This is an optimization exercise on Yosys and OpenROAD, whose aim is small area, not a production implementation.

==> flow/design.v <==
package core_pkg;
  localparam logic [5:0] OP_RTYPE = 6'b000000;
  localparam logic [5:0] OP_ADDI  = 6'b001000;
  localparam logic [5:0] OP_LW    = 6'b100011;
  localparam logic [5:0] OP_SW    = 6'b101011;
  localparam logic [5:0] OP_BEQ   = 6'b000100;
  localparam logic [5:0] OP_BNE   = 6'b000101;
  localparam logic [5:0] OP_J     = 6'b000010;
  localparam logic [5:0] FN_ADD   = 6'b100000;
  localparam logic [5:0] FN_SUB   = 6'b100010;
  localparam logic [5:0] FN_AND   = 6'b100100;
  localparam logic [5:0] FN_OR    = 6'b100101;
  localparam logic [5:0] FN_SLT   = 6'b101010;
  localparam logic [5:0] FN_SLL   = 6'b000000;
  localparam logic [5:0] FN_SRL   = 6'b000010;
  localparam logic [3:0] S_INIT   = 4'd0;    
  localparam logic [3:0] S_FETCH  = 4'd1;    
  localparam logic [3:0] S_WAIT   = 4'd2;    
  localparam logic [3:0] S_RDT    = 4'd3;    
  localparam logic [3:0] S_SHQ    = 4'd4;    
  localparam logic [3:0] S_EXEC   = 4'd5;    
  localparam logic [3:0] S_P2     = 4'd6;    
  localparam logic [3:0] S_MEM    = 4'd7;    
  localparam logic [3:0] S_WAITWB = 4'd8;    
  localparam logic [3:0] S_SWD    = 4'd9;    
  localparam logic [3:0] S_MEMW   = 4'd10;   
  localparam logic [3:0] S_HALT   = 4'd11;
endpackage
module core_alu (
  input  logic [3:0] a,
  input  logic [3:0] b,
  input  logic       cin,
  input  logic       sub,
  input  logic       lop,    
  input  logic       lor,    
  output logic [3:0] y,
  output logic       cout
);
  logic [3:0] bb, s;
  logic [4:0] c;
  assign bb = b ^ {4{sub}};
  assign c[0] = cin;
  for (genvar i = 0; i < 4; i++) begin : g_fa
    assign s[i]   = a[i] ^ bb[i] ^ c[i];
    assign c[i+1] = (a[i] & bb[i]) | (a[i] & c[i]) | (bb[i] & c[i]);
  end
  assign cout = c[4];
  assign y = !lop ? s : lor ? (a | b) : (a & b);
endmodule
module core_rf (
  input  logic       clk,
  input  logic       clr,      
  input  logic       wen,
  input  logic [4:0] wa,
  input  logic [3:0] wd,
  input  logic [4:0] ra,
  output logic [3:0] rq
);
  logic [991:0] rf;            
  logic [7:0] rhi;
  logic [3:0] rlo;
  always_comb begin
    for (int j = 0; j < 8; j++) rhi[j] = ra[4:2] == 3'(j);
    for (int k = 0; k < 4; k++) rlo[k] = ra[1:0] == 2'(k);
    rq = 4'b0000;
    for (int i = 1; i < 32; i++) rq = rq | (rf[32*(i-1) +: 4] & {4{rhi[i/4] & rlo[i%4]}});
  end
  logic [7:0] whi;
  logic [3:0] wlo;
  always_comb begin
    for (int j = 0; j < 8; j++) whi[j] = clr || (wen && wa[4:2] == 3'(j));
    for (int k = 0; k < 4; k++) wlo[k] = clr || wa[1:0] == 2'(k);
  end
  always_ff @(posedge clk)
    for (int i = 1; i < 32; i++)
      rf[32*(i-1) +: 32] <= {(whi[i/4] && wlo[i%4]) ? wd : rf[32*(i-1) +: 4], rf[32*(i-1) + 4 +: 28]};
endmodule
import core_pkg::*;
module multicycle_core #(
  parameter int                ADDR_W   = 32,
  parameter logic [ADDR_W-1:0] RESET_PC = '0
) (
  input  logic              clk,
  input  logic              rst,
  output logic              imem_req,
  output logic [ADDR_W-1:0] imem_addr,
  input  logic              imem_ready,
  input  logic [31:0]       imem_rdata,
  output logic              dmem_req,
  output logic              dmem_we,
  output logic [ADDR_W-1:0] dmem_addr,
  output logic [31:0]       dmem_wdata,
  input  logic              dmem_ready,
  input  logic [31:0]       dmem_rdata,
  output logic [ADDR_W-1:0] pc_out,
  output logic [31:0]       alu_result,
  output logic              retire,
  output logic              halted
);
  logic [3:0]   state, state_n;
  logic [2:0]   ph;
  logic [31:0]  ir, ar;
  logic [31:0]  pc;            
  logic [4:0]   srt;           
  logic [2:0]   prev;          
  logic         c, cp, ret_q;
  logic [5:0] op, fn;
  logic [4:0] rs, rt, rd, sh, dest, rsel;
  assign op = ir[31:26];
  assign fn = ir[5:0];
  assign rs = ir[25:21];
  assign rt = ir[20:16];
  assign rd = ir[15:11];
  assign sh = ir[10:6];
  logic is_r, is_mem, is_sw, is_addi, is_br, is_j, is_slt, is_sh, writes, need_rt;
  assign is_mem  = op[5];
  assign is_sw   = op[5] & op[3];
  assign is_addi = !op[5] & op[3];
  assign is_br   = !op[5] & op[2];
  assign is_j    = !op[5] & op[1];
  assign is_r    = !op[5] & !op[3] & !op[2] & !op[1];
  assign is_slt  = is_r & fn[3];
  assign is_sh   = is_r & !fn[5];
  assign writes  = is_r | is_addi | (is_mem & !is_sw);
  assign need_rt = is_r | is_br;
  assign dest    = is_r ? rd : rt;
  function automatic logic legal_f(input logic [31:0] w);
    logic [5:0] o, f;
    o = w[31:26];
    f = w[5:0];
    if (o == OP_RTYPE)
      legal_f = f == FN_ADD || f == FN_SUB || f == FN_AND || f == FN_OR || f == FN_SLT ||
                f == FN_SLL || f == FN_SRL;
    else
      legal_f = o == OP_ADDI || o == OP_LW || o == OP_SW || o == OP_BEQ || o == OP_BNE || o == OP_J;
  endfunction
  logic ph0, ph7;
  assign ph0 = ph == 3'd0;
  assign ph7 = ph == 3'd7;
  logic st_init, st_fetch, st_rdt, st_shq, st_exec, st_p2, st_mem, st_swd, st_memw;
  assign st_init  = state == S_INIT;
  assign st_fetch = state == S_FETCH;
  assign st_rdt   = state == S_RDT;
  assign st_shq   = state == S_SHQ;
  assign st_exec  = state == S_EXEC;
  assign st_p2    = state == S_P2;
  assign st_mem   = state == S_MEM;
  assign st_swd   = state == S_SWD;
  assign st_memw  = state == S_MEMW;
  logic [3:0]   rq;
  assign rsel = st_swd ? srt : st_rdt ? rt : rs;
  logic [3:0] irq, immq;
  assign irq  = ir[{ph, 2'b00} +: 4];
  assign immq = ph[2] ? {4{ir[15]}} : irq;
  logic [3:0] alu_y;
  logic       alu_c, sub, lt, eq, taken;
  assign sub = is_r & fn[5] & fn[1];
  core_alu u_alu (
    .a(rq), .b(is_r ? ar[3:0] : immq), .cin(ph0 ? sub : c), .sub(sub),
    .lop(is_r & fn[2]), .lor(fn[0]), .y(alu_y), .cout(alu_c)
  );
  assign lt    = (rq[3] ^ ar[3]) ? rq[3] : alu_y[3];
  assign eq    = c & (rq == ar[3:0]);
  assign taken = eq ^ op[0];
  logic [2:0] nrot;
  logic [1:0] rb;
  logic [4:0] m;
  logic       klt, keq;
  logic [6:0] win;
  logic [3:0] shq;
  assign rb   = fn[1] ? 2'd0 - sh[1:0] : sh[1:0];
  assign nrot = fn[1] ? sh[4:2] + 3'(sh[1:0] != 2'd0) : 3'd0 - sh[4:2];
  assign win  = {ar[3:0], ph0 ? ar[31:29] : prev};
  assign m   = fn[1] ? ~sh : sh;
  assign klt = ph < m[4:2];
  assign keq = ph == m[4:2];
  always_comb
    for (int b = 0; b < 4; b++)
      shq[b] = win[3'(b + 3) - 3'(rb)] &
               (fn[1] ? (klt || (keq && 2'(b) <= m[1:0])) : !(klt || (keq && 2'(b) < m[1:0])));
  logic [3:0] exres, p2res;
  assign exres = is_sh ? shq : alu_y;
  assign p2res = is_r ? {3'b000, c & ph0} : ar[3:0];
  logic       pc_shift, pcin, pc_c;
  logic [3:0] pc_s, pc_in;
  assign pc_shift = st_init || st_exec || (st_p2 && is_br);
  assign pcin = (st_exec & ph0) | (cp & !ph0);
  assign {pc_c, pc_s} = {1'b0, pc[3:0]} + {1'b0, st_p2 ? immq : 4'b0000} + {4'b0000, pcin};
  always_comb begin
    pc_in = pc_s;
    if (st_init) pc_in = 4'b0000;
    else if (st_exec && is_j) begin
      if (ph < 3'd6) pc_in = irq;
      else if (ph == 3'd6) pc_in[1:0] = irq[1:0];
    end
  end
  logic [3:0] first;
  logic       ld_done;
  assign imem_req   = st_fetch;
  assign imem_addr  = ADDR_W'({pc[29:0], 2'b00});
  assign dmem_req   = st_mem || st_memw;
  assign dmem_we    = st_memw;
  assign dmem_addr  = ADDR_W'(ar);
  assign dmem_wdata = ir;
  assign alu_result = ar;
  assign pc_out     = ADDR_W'({pc[29:0], 2'b00});
  assign halted     = state == S_HALT;
  assign ld_done    = st_mem && dmem_ready;
  assign retire     = ret_q || ld_done;    
  assign first      = need_rt ? S_RDT : S_EXEC;
  always_comb begin
    state_n = state;
    case (state)
      S_INIT:   if (ph7) state_n = S_FETCH;
      S_FETCH:  if (imem_ready) state_n = !legal_f(imem_rdata) ? S_HALT : S_WAIT;
      S_WAIT:   if (ph7) state_n = first;
      S_RDT:    if (ph7) state_n = is_sh ? S_SHQ : S_EXEC;
      S_SHQ:    if (ph7) state_n = S_EXEC;
      S_EXEC:   if (ph7) state_n = is_sw ? S_SWD : is_mem ? S_MEM :
                                   (is_slt || (is_br && taken)) ? S_P2 : S_FETCH;
      S_P2:     if (ph7) state_n = S_FETCH;
      S_MEM:    if (dmem_ready) state_n = ph7 ? S_P2 : S_WAITWB;
      S_WAITWB: if (ph7) state_n = S_P2;
      S_SWD:    if (ph7) state_n = S_MEMW;
      S_MEMW:   if (dmem_ready) state_n = S_FETCH;
      default:  ;
    endcase
  end
  always_ff @(posedge clk or negedge rst)
    if (!rst) begin
      state <= S_INIT;
      ph    <= 3'd0;
      ret_q <= 1'b0;
    end else begin
      state <= state_n;
      ph    <= ph + 3'd1;
      ret_q <= (st_exec && ph7 && !is_mem && !is_slt && !(is_br && taken))
            || (st_p2 && ph7 && !is_mem)
            || (st_memw && dmem_ready);
    end
  logic       wen;
  logic [3:0] wbits;
  assign wen   = (st_exec || st_p2) && writes && dest != 5'd0;
  assign wbits = st_init ? 4'b0000 : st_exec ? exres : p2res;
  core_rf u_rf (.clk(clk), .clr(st_init), .wen(wen), .wa(dest), .wd(wbits), .ra(rsel), .rq(rq));
  always_ff @(posedge clk) begin
    if (st_fetch) ir <= imem_rdata;
    else if (st_swd) ir <= {rq, ir[31:4]};
    if (st_exec) srt <= rt;
    if (pc_shift) begin
      pc <= {pc_in, pc[31:4]};
      cp <= pc_c;
    end
    if (st_exec) c <= is_br ? (ph0 | c) & (rq == ar[3:0]) : (ph7 & is_slt) ? lt : alu_c;
    prev <= ar[3:1];
    if (st_rdt) ar <= {rq, ar[31:4]};
    else if (st_exec) ar <= {exres, ar[31:4]};
    else if (st_p2) ar <= {p2res, ar[31:4]};
    else if (st_shq && ph < nrot) ar <= {ar[3:0], ar[31:4]};
    else if (ld_done) ar <= dmem_rdata;
  end
endmodule
export LEC_CHECK = 0
export ABC_AREA = 1
export CAP_MARGIN = 20
export CORE_MARGIN = 2
export CORE_UTILIZATION = 55
export PLACE_DENSITY = 0.65
export SLEW_MARGIN = 20
export SYNTH_HIERARCHICAL = 1
export SYNTH_MINIMUM_KEEP_SIZE = 0
create_clock -name core_clock -period 10.0 [get_ports {clk}]
standard.sh (not shown) runs the stock make flow with config.mk's settings and CLKGATE_MAP_FILE= SYNTH_SCRIPT=/design/flow/synth_recipe.tcl, a recipe that flattens the netlist after the stock synthesis.
==> flow/flow/run.sh <==
#!/bin/bash
# Standard ORFS layout, with the smallest buffer on the ports and a clock tree without dummy loads.
set -euo pipefail
export BUFFER_PORTS_ARGS="-buffer_cell sky130_fd_sc_hd__buf_1"
export CTS_ARGS="-sink_clustering_enable -repair_clock_nets -dont_use_dummy_load -buf_list {sky130_fd_sc_hd__clkbuf_8} -sink_clustering_size 20 -sink_clustering_max_diameter 50"
bash standard.sh > standard.log 2>&1
Next try:
--- a/flow/design.v
+++ b/flow/design.v
@@ -25,4 +25,5 @@
   localparam logic [3:0] S_SWD    = 4'd9;    
   localparam logic [3:0] S_MEMW   = 4'd10;   
+  localparam logic [3:0] S_LWB    = 4'd12;   
   localparam logic [3:0] S_HALT   = 4'd11;
 endpackage
@@ -138,5 +139,5 @@
   assign ph0 = ph == 3'd0;
   assign ph7 = ph == 3'd7;
-  logic st_init, st_fetch, st_rdt, st_shq, st_exec, st_p2, st_mem, st_swd, st_memw;
+  logic st_init, st_fetch, st_rdt, st_shq, st_exec, st_p2, st_mem, st_swd, st_memw, st_lwb;
   assign st_init  = state == S_INIT;
   assign st_fetch = state == S_FETCH;
@@ -148,4 +149,5 @@
   assign st_swd   = state == S_SWD;
   assign st_memw  = state == S_MEMW;
+  assign st_lwb   = state == S_LWB;
   logic [3:0]   rq;
   assign rsel = st_swd ? srt : st_rdt ? rt : rs;
@@ -181,5 +183,5 @@
   logic [3:0] exres, p2res;
   assign exres = is_sh ? shq : alu_y;
-  assign p2res = is_r ? {3'b000, c & ph0} : ar[3:0];
+  assign p2res = {3'b000, c & ph0};
   logic       pc_shift, pcin, pc_c;
   logic [3:0] pc_s, pc_in;
@@ -196,5 +198,4 @@
   end
   logic [3:0] first;
-  logic       ld_done;
   assign imem_req   = st_fetch;
   assign imem_addr  = ADDR_W'({pc[29:0], 2'b00});
@@ -206,12 +207,14 @@
   assign pc_out     = ADDR_W'({pc[29:0], 2'b00});
   assign halted     = state == S_HALT;
-  assign ld_done    = st_mem && dmem_ready;
-  assign retire     = ret_q || ld_done;    
+  assign retire     = ret_q;
   assign first      = need_rt ? S_RDT : S_EXEC;
+  logic need_rt_in;
+  assign need_rt_in = !imem_rdata[31] && !imem_rdata[29] && !imem_rdata[27];
   always_comb begin
     state_n = state;
     case (state)
       S_INIT:   if (ph7) state_n = S_FETCH;
-      S_FETCH:  if (imem_ready) state_n = !legal_f(imem_rdata) ? S_HALT : S_WAIT;
+      S_FETCH:  if (imem_ready) state_n = !legal_f(imem_rdata) ? S_HALT : !ph7 ? S_WAIT :
+                                          need_rt_in ? S_RDT : S_EXEC;
       S_WAIT:   if (ph7) state_n = first;
       S_RDT:    if (ph7) state_n = is_sh ? S_SHQ : S_EXEC;
@@ -220,6 +223,7 @@
                                    (is_slt || (is_br && taken)) ? S_P2 : S_FETCH;
       S_P2:     if (ph7) state_n = S_FETCH;
-      S_MEM:    if (dmem_ready) state_n = ph7 ? S_P2 : S_WAITWB;
-      S_WAITWB: if (ph7) state_n = S_P2;
+      S_MEM:    if (dmem_ready) state_n = ph7 ? S_LWB : S_WAITWB;
+      S_WAITWB: if (ph7) state_n = S_LWB;
+      S_LWB:    if (ph7) state_n = S_FETCH;
       S_SWD:    if (ph7) state_n = S_MEMW;
       S_MEMW:   if (dmem_ready) state_n = S_FETCH;
@@ -236,21 +240,23 @@
       ph    <= ph + 3'd1;
       ret_q <= (st_exec && ph7 && !is_mem && !is_slt && !(is_br && taken))
-            || (st_p2 && ph7 && !is_mem)
-            || (st_memw && dmem_ready);
+            || (st_p2 && ph7)
+            || ((st_mem || st_memw) && dmem_ready);
     end
   logic       wen;
   logic [3:0] wbits;
-  assign wen   = (st_exec || st_p2) && writes && dest != 5'd0;
-  assign wbits = st_init ? 4'b0000 : st_exec ? exres : p2res;
-  core_rf u_rf (.clk(clk), .clr(st_init), .wen(wen), .wa(dest), .wd(wbits), .ra(rsel), .rq(rq));
+  logic [4:0] wa;
+  assign wa    = st_lwb ? srt : dest;
+  assign wen   = ((st_exec || st_p2) && writes && dest != 5'd0) || (st_lwb && srt != 5'd0);
+  assign wbits = st_init ? 4'b0000 : st_exec ? exres : st_lwb ? ir[3:0] : p2res;
+  core_rf u_rf (.clk(clk), .clr(st_init), .wen(wen), .wa(wa), .wd(wbits), .ra(rsel), .rq(rq));
   always_ff @(posedge clk) begin
     if (st_fetch) ir <= imem_rdata;
+    else if (st_mem) ir <= dmem_rdata;
     else if (st_swd) ir <= {rq, ir[31:4]};
+    else if (st_lwb) ir <= {ir[3:0], ir[31:4]};
     if (st_exec) srt <= rt;
-    if (pc_shift) begin
-      pc <= {pc_in, pc[31:4]};
-      cp <= pc_c;
-    end
-    if (st_exec) c <= is_br ? (ph0 | c) & (rq == ar[3:0]) : (ph7 & is_slt) ? lt : alu_c;
+    if (pc_shift) pc <= {pc_in, pc[31:4]};
+    cp <= pc_c;
+    c  <= is_br ? (ph0 | c) & (rq == ar[3:0]) : (ph7 & is_slt) ? lt : alu_c;
     prev <= ar[3:1];
     if (st_rdt) ar <= {rq, ar[31:4]};
@@ -258,5 +264,4 @@
     else if (st_p2) ar <= {p2res, ar[31:4]};
     else if (st_shq && ph < nrot) ar <= {ar[3:0], ar[31:4]};
-    else if (ld_done) ar <= dmem_rdata;
   end
 endmodule
Setup slack loses 0.23 ns.
Hold slack gets worse by 0.0035 ns.
Critical path depth shrinks by 3.
Non-clock buffer count stays the same.
Cell area drops by 0.55%.
First-iteration DRC count climbs by about 12%.
Synthesized cell count falls by 2.4%.
Routed wire length goes down by about 1.7%.
Clock-buffer cell count drops by 1.
No functional check of the RTL was part of any run of this note.

-- static timing again, ports no longer ideal --
The results above use ideal ports. As a check the final layouts listed here were re-extracted and re-timed, cells and wires unchanged.
Step 1 sets driving cells, clkbuf_16 on the clock port and buf_2 on the other inputs (assumed; they add their load-dependent delay and slew).
Step 2 moves the port delays by t, midway between the first and last clock arrival at a register: inputs arrive t later, outputs are due t later. That takes back most of the time a late clock gives input paths.
Slacks: ideal / step 1 / step 2; pairs: ideal / step 1.
run	shift t [ns]	setup WS [ns]	hold slack, ns	worst setup path at the end
the first run	0.698	3.876 / 3.876 / 3.876	0.253 / 0.253 / 0.253	register to register
the second run	0.696	3.646 / 3.646 / 3.646	0.250 / 0.250 / 0.250	register to register
After both steps every run listed still meets setup and hold.
